From an optimization exercise on the open Yosys and OpenROAD flow, aimed at small area, a short achievable clock period and few clock cycles per item; shortcuts taken in it are not production practice.
At most, simulation tests tie the RTL to the original design; equivalence was not proved.
Power and IR drop assume default switching activity.

## zinc
Design image_header_size_parser, start of the top module:
module image_header_size_parser #(
    parameter int OFFSET_BITS = 20
) (
    input  logic        clk,
    input  logic        rst_n,
    input  logic        in_valid,
    output logic        in_ready,
    input  logic [7:0]  in_data,
    input  logic        in_last,
    output logic        out_valid,
    input  logic        out_ready,
    output logic        out_status,
    output logic [1:0]  out_format,
    output logic [31:0] out_width,
    output logic [31:0] out_height
);
    logic              ready_reg;
    logic              first_reg;
    logic              out_valid_reg;
    logic              queued_reg;
    logic              status_reg;
    logic [1:0]        format_reg;
    logic [3:0][7:0]   width_reg, height_reg;
    logic              take, fin, hold_out, result_in, fail_in, clear_all, clear_high;
    logic              first_next, out_valid_next, queued_next;
    logic [4:0]        pos;
    logic              pos_small;
    logic [9:1][7:0]   hist;
    logic              load, wff_next, jfif;
    logic              f_jpeg, f_gif, f_png;
    logic              res_jpeg, res_gif, res_png;
    logic [3:0]        wr_w, wr_h;
    logic              at_jpeg;
    assign take     = in_valid && ready_reg;
    assign fin      = take && in_last;
    assign in_ready = ready_reg;
  ...
Size in the first run: about 790 cells after synthesis, about 82 I/O pins.
clock: 5.5 ns
lec_check: 0
cap_margin: 20
core_margin: 2
core_utilization: 40
setup_slack_margin: 3.3
slew_margin: 20
standard.sh (not shown) runs the stock make flow with config.mk's settings and CLKGATE_MAP_FILE= SYNTH_SCRIPT=/design/flow/synth_recipe.tcl, a recipe that flattens the netlist after the stock synthesis.
==> flow/flow/run.sh <==
#!/bin/bash
# Standard layout (the standard.sh, unchanged synthesis), with two changes:
# plain buf_1 cells as the port buffers instead of the default delay buffers, and no
# dummy loads in the clock tree.
set -euo pipefail
export BUFFER_PORTS_ARGS="-buffer_cell sky130_fd_sc_hd__buf_1"
export CTS_ARGS="-sink_clustering_enable -repair_clock_nets -dont_use_dummy_load"
bash standard.sh > standard.log 2>&1
Testbench counts of zinc, summed over its fixed seeds: cycles 354,302, bytes 354,294.
The following lists how onyx was set up differently from zinc:
Settings: changing CORE_UTILIZATION from 40 to 65.
==> flow/flow/run.sh <==
#!/bin/bash
# Standard layout (the standard.sh, unchanged synthesis), with two changes:
# plain buf_1 cells as the port buffers instead of the default delay buffers, and no
# dummy loads in the clock tree.
set -euo pipefail
export BUFFER_PORTS_ARGS="-buffer_cell sky130_fd_sc_hd__buf_1"
export CTS_ARGS="-sink_clustering_enable -repair_clock_nets -dont_use_dummy_load -buf_list sky130_fd_sc_hd__clkbuf_8"
bash standard.sh > standard.log 2>&1
==> comparison <==
- Comparing zinc and onyx, final critical-path setup slack is lower on zinc.
- Diff zinc -> onyx | HPWL after detailed placement | decrease of about 1.1%
- Diff zinc -> onyx: global-route wire length before repair has remained practically unchanged; global-route usage +11 points.
- Looking at hold slack, onyx sits 0.0062 ns higher than zinc does.
- Looking at filler cell count, onyx sits 1139 below zinc.
- Total met3 wirelength after detailed routing (zinc / onyx): 0.70
- zinc vs onyx, timing startpoint of the critical path: in_data[7] vs u_track.offset_reg[1]
- Compare zinc and onyx | worst path required time higher: zinc
- | clock network power share | higher: zinc |
- The design area of onyx was superior to that of zinc.
- Between zinc and onyx, the number of cell rows is lower for onyx.
### onyx -> harbor
Settings: an added CTS_CLUSTER_DIAMETER of 100; an added CTS_CLUSTER_SIZE of 30; a change of CORE_UTILIZATION from 65 to 40.
==> flow/run.sh (new file) <==
#!/bin/bash
# synth_recipe.tcl (not shown) runs the flow's synth.tcl, then flattens the netlist and writes it again
# the make line also repeats each setting of config.mk as NAME=value (left out here)
make -C /OpenROAD-flow-scripts/flow DESIGN_CONFIG=/design/flow/config.mk WORK_HOME=/design/flow/orfs CLKGATE_MAP_FILE= SYNTH_SCRIPT=/design/flow/synth_recipe.tcl finish
removed: flow/flow/run.sh
removed: flow/standard.sh
Findings:
Diff onyx -> harbor: routing usage on met3 now sits lower; power after layout went up about 24%; post-layout instance count excluding filler cells now sits higher; fraction of power consumed by the clock network rose by 14 points.
Delta (harbor minus onyx): final wirelength moved down; relative area of clock buffers and inverters in the final design moved up.
Cmp harbor vs onyx: utilization lower in harbor
harbor does worse than onyx on cell area.
Against onyx, clock skew in harbor came out better.
Of harbor and onyx, it is harbor that has the higher setup slack.
[inputs] nickel vs harbor
Settings: SETUP_SLACK_MARGIN changed from 3.3 to 3.6; CTS_CLUSTER_DIAMETER removed (was 100); CTS_CLUSTER_SIZE removed (was 30).
### Flow results
For harbor and nickel, there was not a single run that failed to finish clean. For the via count of the first global-routing pass, nickel came in 484 higher than harbor did. Going from harbor to nickel, final cell count moved up; clock network fraction of design power lost 1.8 points; number of clock buffers in the layout flat.
### nickel -> lagoon
Settings: a change of CORE_UTILIZATION from 40 to 65; a change of SETUP_SLACK_MARGIN from 3.6 to 3.3.
==> flow/flow/run.sh (new file) <==
#!/bin/bash
# Standard layout (the standard.sh, unchanged synthesis), with two changes:
# plain buf_1 cells as the port buffers instead of the default delay buffers, and no
# dummy loads in the clock tree.
set -euo pipefail
export BUFFER_PORTS_ARGS="-buffer_cell sky130_fd_sc_hd__buf_1"
export CTS_ARGS="-sink_clustering_enable -repair_clock_nets -dont_use_dummy_load"
bash standard.sh > standard.log 2>&1
==> flow/standard.sh (new file) <==
#!/bin/bash
# synth_recipe.tcl (not shown) runs the flow's synth.tcl, then flattens the netlist and writes it again
# the make line also repeats each setting of config.mk as NAME=value (left out here)
make -C /OpenROAD-flow-scripts/flow DESIGN_CONFIG=/design/flow/config.mk WORK_HOME=/design/flow/orfs CLKGATE_MAP_FILE= SYNTH_SCRIPT=/design/flow/synth_recipe.tcl "${@:-finish}"
removed: flow/run.sh
### Flow results
lagoon: PASS, flow complete, no timing, DRC or antenna violations. Between lagoon and nickel, it is lagoon whose area after detailed placement is lower, by 700 um2. Looking at final cell utilization of the core, lagoon sits above nickel. Die area | lagoon < nickel. Of nickel and lagoon, the higher fmax belongs to nickel. In the reports for nickel and lagoon, the smaller register fraction of the total cell area belongs to nickel. Looking at number of global-route vias before repair, lagoon sits 114 lower than nickel does. Part of the power in combinational logic ended up 2.3 points lower on lagoon than on nickel. Of nickel and lagoon, the run reporting the higher storage element area was nickel. Going from nickel to lagoon, count of buffers not belonging to the clock network in the layout has decreased; HPWL after detailed placement now sits at about the same level; post-layout worst setup margin fell by 0.032 ns.
> inputs changed (lagoon -> willow)
Settings: CORE_UTILIZATION now 40, was 65; SETUP_SLACK_MARGIN now 3.45, was 3.3.
Notes after the runs:
Relative to lagoon, the utilization after layout of willow is lower by 26 points.
Taking lagoon as the reference point, the worst setup slack of willow falls by 0.042 ns.
Compared with lagoon, routed wire length in willow increased by a little under 10%.
Comparing willow and lagoon, sum of routed wire segments on met1 is higher on willow.
Comparing the two runs side by side, willow comes out behind lagoon on total power.
[compare] base=lagoon new=willow: layout clock buffer count ~0 delta; data required time at the worst endpoint did not really move.
willow vs. lagoon: die outline area went up by about 60%.
Count of non-CTS buffers in the layout, willow vs lagoon: up by more than 10%
willow reports its source of the critical timing path as in_data[5] while lagoon reports in_data[2].


## P
Another version of the RTL of image_header_size_parser (not shown whole).
Size: about 710 cells after synthesis, ~160 flip-flops, about 82 I/O pins, ~7400 um^2 of cells after synthesis.
clock: 5.5 ns
lec_check: 0
cap_margin: 20
core_margin: 2
core_utilization: 55
setup_slack_margin: 3.4
slew_margin: 20
==> flow/flow/run.sh <==
#!/bin/bash
# Standard layout (the standard.sh, unchanged synthesis), with two changes:
# plain buf_1 cells as the port buffers instead of the default delay buffers, and no
# dummy loads in the clock tree.
set -euo pipefail
export BUFFER_PORTS_ARGS="-buffer_cell sky130_fd_sc_hd__buf_1"
export CTS_ARGS="-sink_clustering_enable -repair_clock_nets -dont_use_dummy_load -buf_list sky130_fd_sc_hd__clkbuf_8"
bash standard.sh > standard.log 2>&1
Input-level comparison between Q and P:
- CORE_UTILIZATION: 55 -> 65
- SETUP_SLACK_MARGIN: 3.4 -> 3.3
Results
- Going from P to Q, final core utilization moved up; fraction of met3 tracks used by global routing moved up; worst-case headroom to the max-slew limit higher; global placement routability congestion down 1.2%.
No run of this note included a check of the RTL's function; only the layout flow was run.


The RTL this note starts from:
==> flow/design.v <==
package ihsp_pkg;
    localparam logic [7:0] B_FF    = 8'hFF;
    localparam logic [7:0] B_SOI   = 8'hD8;
    localparam logic [7:0] B_APP0  = 8'hE0;
    localparam logic [7:0] B_PNG0  = 8'h89;
    localparam logic [7:0] B_SUB   = 8'h1A;
    localparam logic [7:0] B_CR    = 8'h0D;
    localparam logic [7:0] B_LF    = 8'h0A;
    localparam logic [7:0] C_J     = 8'h4A;
    localparam logic [7:0] C_F     = 8'h46;
    localparam logic [7:0] C_I     = 8'h49;
    localparam logic [7:0] C_G     = 8'h47;
    localparam logic [7:0] C_P     = 8'h50;
    localparam logic [7:0] C_N     = 8'h4E;
    localparam logic [7:0] C_H     = 8'h48;
    localparam logic [7:0] C_D     = 8'h44;
    localparam logic [7:0] C_R     = 8'h52;
    localparam int FIRST_WINDOW_END = 13;
    localparam int GIF_LAST_SIZE    = 9;
    localparam int PNG_LAST_SIZE    = 23;
    localparam int MIN_LEN_M1       = 23;
endpackage
module ihsp_track #(
    parameter int OFFSET_BITS = 20
) (
    input  logic                   clk,
    input  logic                   rst_n,
    input  logic                   take,       
    input  logic                   fin,        
    input  logic [7:0]             data_byte,
    input  logic                   jfif,       
    input  logic                   freeze_set,
    output logic [4:0]             pos,        
    output logic                   pos_small,      
    output logic [9:1][7:0]        hist,
    output logic [3:0][7:0]        win_size,   
    output logic                   wff_next    
);
    logic [OFFSET_BITS-1:0] offset_reg;
    logic                   small_reg;
    logic                   frozen_reg;
    logic                   wait_reg;
    logic                   at_end_reg;
    logic [15:0]            cnt_reg;
    logic                   ff10_reg, sof10_reg, ff11_reg;
    logic                   wff_reg;
    logic pos_lt2, pos13, shift, load_at, load, win_bad, ovf;
    logic [15:0] seg_len;
    assign pos     = offset_reg[4:0];
    assign pos_small   = small_reg;
    assign pos_lt2 = small_reg && pos[4:1] == 4'd0;
    assign pos13   = small_reg && pos == 5'(ihsp_pkg::FIRST_WINDOW_END);
    assign shift   = take && !frozen_reg && !pos_lt2;
    assign load_at = pos13 || (wait_reg && at_end_reg);
    assign load    = take && load_at;
    assign seg_len = {hist[9], hist[8]};
    assign win_bad = !ff11_reg || sof10_reg;
    assign ovf     = {{(OFFSET_BITS-16){1'b0}}, seg_len} >= ~offset_reg;
    assign wff_next = load ? ff11_reg : wff_reg;
    always_ff @(posedge clk or negedge rst_n)
    begin
        if (!rst_n)
        begin
            offset_reg <= '0;
            small_reg  <= 1'b1;
            frozen_reg <= 1'b0;
            wait_reg   <= 1'b0;
        end
        else if (take)
        begin
            if (fin)
            begin
                offset_reg <= '0;
                small_reg  <= 1'b1;
                frozen_reg <= 1'b0;
                wait_reg   <= 1'b0;
            end
            else
            begin
                if (!(&offset_reg))
                    offset_reg <= offset_reg + OFFSET_BITS'(1);
                if (&pos)
                    small_reg <= 1'b0;
                if (freeze_set)
                    frozen_reg <= 1'b1;
                if (load_at)
                    wait_reg <= (pos13 ? jfif : 1'b1) && !win_bad && !ovf;
            end
        end
    end
    always_ff @(posedge clk)
    begin
        if (take)
        begin
            if (load_at)
            begin
                cnt_reg    <= seg_len;
                at_end_reg <= 1'b0;
            end
            else if (cnt_reg == 16'd0)
                at_end_reg <= 1'b1;
            else
                cnt_reg <= cnt_reg - 16'd1;
        end
    end
    always_ff @(posedge clk)
    begin
        if (shift)
        begin
            hist[1]   <= data_byte;
            for (int i = 2; i <= 9; i++)
                hist[i] <= hist[i-1];
            ff10_reg  <= hist[9] == ihsp_pkg::B_FF;
            sof10_reg <= (hist[9][7:2] == 6'b110000) || (hist[9] == 8'hC9) ||
                         (hist[9] == 8'hCA) || (hist[9] == 8'hCB);
            ff11_reg  <= ff10_reg;
        end
        if (load)
        begin
            win_size <= hist[6:3];
            wff_reg  <= ff11_reg;
        end
    end
endmodule
module ihsp_decode (
    input  logic                   clk,
    input  logic                   take,
    input  logic [7:0]             data_byte,
    input  logic [4:0]             pos,         
    input  logic                   pos_small,       
    input  logic                   wff_next,    
    output logic                   jfif,
    output logic                   freeze_set,
    output logic                   res_jpeg,    
    output logic                   res_gif,
    output logic                   res_png
);
    logic       f_jpeg, f_jfif, f_gif, f_png;
    logic       hdr, long_enough;
    logic [7:0] d;
    assign d           = data_byte;
    assign hdr         = pos_small && !pos[4];                   
    assign long_enough = !pos_small || pos >= 5'(ihsp_pkg::MIN_LEN_M1);
    always_ff @(posedge clk)
    begin
        if (take && hdr)
        begin
            case (pos[3:0])
                4'd0:
                begin
                    f_jpeg <= d == ihsp_pkg::B_FF;
                    f_jfif <= 1'b1;
                    f_gif  <= d == ihsp_pkg::C_G;
                    f_png  <= d == ihsp_pkg::B_PNG0;
                end
                4'd1:
                begin
                    f_jpeg <= f_jpeg && d == ihsp_pkg::B_SOI;
                    f_gif  <= f_gif  && d == ihsp_pkg::C_I;
                    f_png  <= f_png  && d == ihsp_pkg::C_P;
                end
                4'd2:
                begin
                    f_jfif <= f_jfif && d == ihsp_pkg::B_FF;
                    f_gif  <= f_gif  && d == ihsp_pkg::C_F;
                    f_png  <= f_png  && d == ihsp_pkg::C_N;
                end
                4'd3:
                begin
                    f_jfif <= f_jfif && d == ihsp_pkg::B_APP0;
                    f_png  <= f_png  && d == ihsp_pkg::C_G;
                end
                4'd4: f_png <= f_png && d == ihsp_pkg::B_CR;
                4'd5: f_png <= f_png && d == ihsp_pkg::B_LF;
                4'd6:
                begin
                    f_jfif <= f_jfif && d == ihsp_pkg::C_J;
                    f_png  <= f_png  && d == ihsp_pkg::B_SUB;
                end
                4'd7:
                begin
                    f_jfif <= f_jfif && d == ihsp_pkg::C_F;
                    f_png  <= f_png  && d == ihsp_pkg::B_LF;
                end
                4'd8:  f_jfif <= f_jfif && d == ihsp_pkg::C_I;
                4'd9:  f_jfif <= f_jfif && d == ihsp_pkg::C_F;
                4'd12: f_png  <= f_png && d == ihsp_pkg::C_I;
                4'd13: f_png  <= f_png && d == ihsp_pkg::C_H;
                4'd14: f_png  <= f_png && d == ihsp_pkg::C_D;
                4'd15: f_png  <= f_png && d == ihsp_pkg::C_R;
                default: ;
            endcase
        end
    end
    assign jfif = f_jpeg && f_jfif;
    assign freeze_set = pos_small && ((f_gif && pos == 5'(ihsp_pkg::GIF_LAST_SIZE)) ||
                                  (f_png && pos == 5'(ihsp_pkg::PNG_LAST_SIZE)));
    assign res_jpeg = long_enough && f_jpeg && wff_next;
    assign res_gif  = long_enough && f_gif;
    assign res_png  = long_enough && f_png;
endmodule
module image_header_size_parser #(
    parameter int OFFSET_BITS = 20
) (
    input  logic        clk,
    input  logic        rst_n,
    input  logic        in_valid,
    output logic        in_ready,
    input  logic [7:0]  in_data,
    input  logic        in_last,
    output logic        out_valid,
    input  logic        out_ready,
    output logic        out_status,
    output logic [1:0]  out_format,
    output logic [31:0] out_width,
    output logic [31:0] out_height
);
    logic              ready_reg;
    logic              first_reg;
    logic              out_valid_reg;
    logic              queued_reg;
    logic              sel_jpeg, sel_gif, sel_png;
    logic              take, fin, hold_out;
    logic              first_next, out_valid_next, queued_next;
    logic [4:0]        pos;
    logic              pos_small;
    logic [9:1][7:0]   hist;
    logic [3:0][7:0]   win_size;
    logic              wff_next, jfif, freeze_set;
    logic              res_jpeg, res_gif, res_png;
    assign take     = in_valid && ready_reg;
    assign fin      = take && in_last;
    assign in_ready = ready_reg;
    assign hold_out = out_valid_reg && !out_ready;
    ihsp_track #(
        .OFFSET_BITS (OFFSET_BITS)
    ) u_track (
        .clk        (clk),
        .rst_n      (rst_n),
        .take       (take),
        .fin        (fin),
        .data_byte  (in_data),
        .jfif       (jfif),
        .freeze_set (freeze_set),
        .pos        (pos),
        .pos_small      (pos_small),
        .hist       (hist),
        .win_size   (win_size),
        .wff_next   (wff_next)
    );
    ihsp_decode u_decode (
        .clk        (clk),
        .take       (take),
        .data_byte  (in_data),
        .pos        (pos),
        .pos_small      (pos_small),
        .wff_next   (wff_next),
        .jfif       (jfif),
        .freeze_set (freeze_set),
        .res_jpeg   (res_jpeg),
        .res_gif    (res_gif),
        .res_png    (res_png)
    );
    always_comb
    begin
        first_next     = take ? fin : first_reg;
        out_valid_next = fin || (out_valid_reg && (queued_reg || !out_ready));
        queued_next    = (fin && hold_out) || (queued_reg && !out_ready);
    end
    always_ff @(posedge clk or negedge rst_n)
    begin
        if (!rst_n)
        begin
            ready_reg     <= 1'b1;
            first_reg     <= 1'b1;
            out_valid_reg <= 1'b0;
            queued_reg    <= 1'b0;
        end
        else
        begin
            ready_reg     <= !queued_next && (!out_valid_next || first_next);
            first_reg     <= first_next;
            out_valid_reg <= out_valid_next;
            queued_reg    <= queued_next;
        end
    end
    always_ff @(posedge clk)
    begin
        if (fin && !hold_out)
        begin
            sel_jpeg <= res_jpeg;
            sel_gif  <= res_gif;
            sel_png  <= res_png;
        end
        else if (out_ready && queued_reg)
        begin
            sel_jpeg <= 1'b0;
            sel_gif  <= 1'b0;
            sel_png  <= 1'b0;
        end
    end
    assign out_valid  = out_valid_reg;
    assign out_status = !(sel_jpeg || sel_gif || sel_png);
    assign out_format = {!(sel_jpeg || sel_gif), !(sel_jpeg || sel_png)};
    assign out_width  = ({32{sel_png}}  & {hist[8], hist[7], hist[6], hist[5]}) |
                        ({32{sel_gif}}  & {16'd0, hist[3], hist[4]}) |
                        ({32{sel_jpeg}} & {16'd0, win_size[1], win_size[0]});
    assign out_height = ({32{sel_png}}  & {hist[4], hist[3], hist[2], hist[1]}) |
                        ({32{sel_gif}}  & {16'd0, hist[1], hist[2]}) |
                        ({32{sel_jpeg}} & {16'd0, win_size[3], win_size[2]});
endmodule
clock: 5.5 ns
lec_check: 0
cap_margin: 20
core_margin: 2
core_utilization: 40
setup_slack_margin: 2.8
slew_margin: 20
run.sh (not shown) runs the stock make flow with config.mk's settings and CLKGATE_MAP_FILE= SYNTH_SCRIPT=/design/flow/synth_recipe.tcl, a recipe that flattens the netlist after the stock synthesis.
Stock flow here: none of the scripts above is used.
The baseline completed without violations.
Rerun with:
Settings changed: SETUP_SLACK_MARGIN 2.8 to unset.
- total power shrinks by 2.8%
- non-clock buffer count shrinks by 17
- cell count shrinks by 1.8%
No functional check of the RTL was part of any run of this note.

static timing again, ports no longer ideal:
Ports are ideal in the flow. The routed layouts listed here were re-timed in OpenROAD. Step 1 assumes that a clkbuf_16 drives the clock port and a buf_2 every other input. Step 2 adds t to the input delays and takes it off the output delays; t is the mean of the earliest and latest rising clock arrival at the registers after step 1. Input paths then give back, and output paths get back, about the clock's delay inside the block. Slacks: no drivers / after step 1 / after step 2; pairs: no drivers / after step 1.
| run | shift t [ns] | setup slack, ns | worst hold slack (ns) | worst setup path after step 2 | worst data-port slew with drivers (ns) |
|---|---|---|---|---|---|
| zinc | 0.477 | 3.262 / 3.265 / 2.789 | 0.414 / 0.414 / 0.414 | input to register | 0.06 |
| onyx | 0.485 | 3.298 / 3.283 / 2.804 | 0.421 / 0.421 / 0.421 | input to register | 0.06 |
| harbor | 0.478 | 3.331 / 3.291 / 2.814 | 0.422 / 0.422 / 0.422 | input to register | 0.08 |
| nickel | 0.488 | 3.305 / 3.277 / 2.819 | 0.422 / 0.422 / 0.422 | input to register | 0.07 |
| lagoon | 0.471 | 3.273 / 3.271 / 2.800 | 0.418 / 0.418 / 0.418 | input to register | 0.06 |
| willow | 0.473 | 3.231 / 3.213 / 2.740 | 0.417 / 0.417 / 0.417 | input to register | 0.06 |
| P | 0.484 | 2.988 / 3.007 / 2.523 | 0.404 / 0.404 / 0.404 | input to register | 0.05 |
| Q | 0.463 | 3.013 / 3.031 / 2.568 | 0.413 / 0.413 / 0.413 | input to register | 0.05 |
| the first run of note 3 | 0.465 | 2.609 / 2.568 / 2.441 | 0.426 / 0.426 / 0.426 | input to register | 0.03 |
| the second run of note 3 | 0.461 | 2.013 / 2.013 / 2.013 | 0.424 / 0.424 / 0.424 | register to register | 0.03 |
After both steps every run listed still meets setup and hold. The setup slack of harbor, which loses most, moves by -0.040 ns with the drivers and by -0.517 ns with both steps.
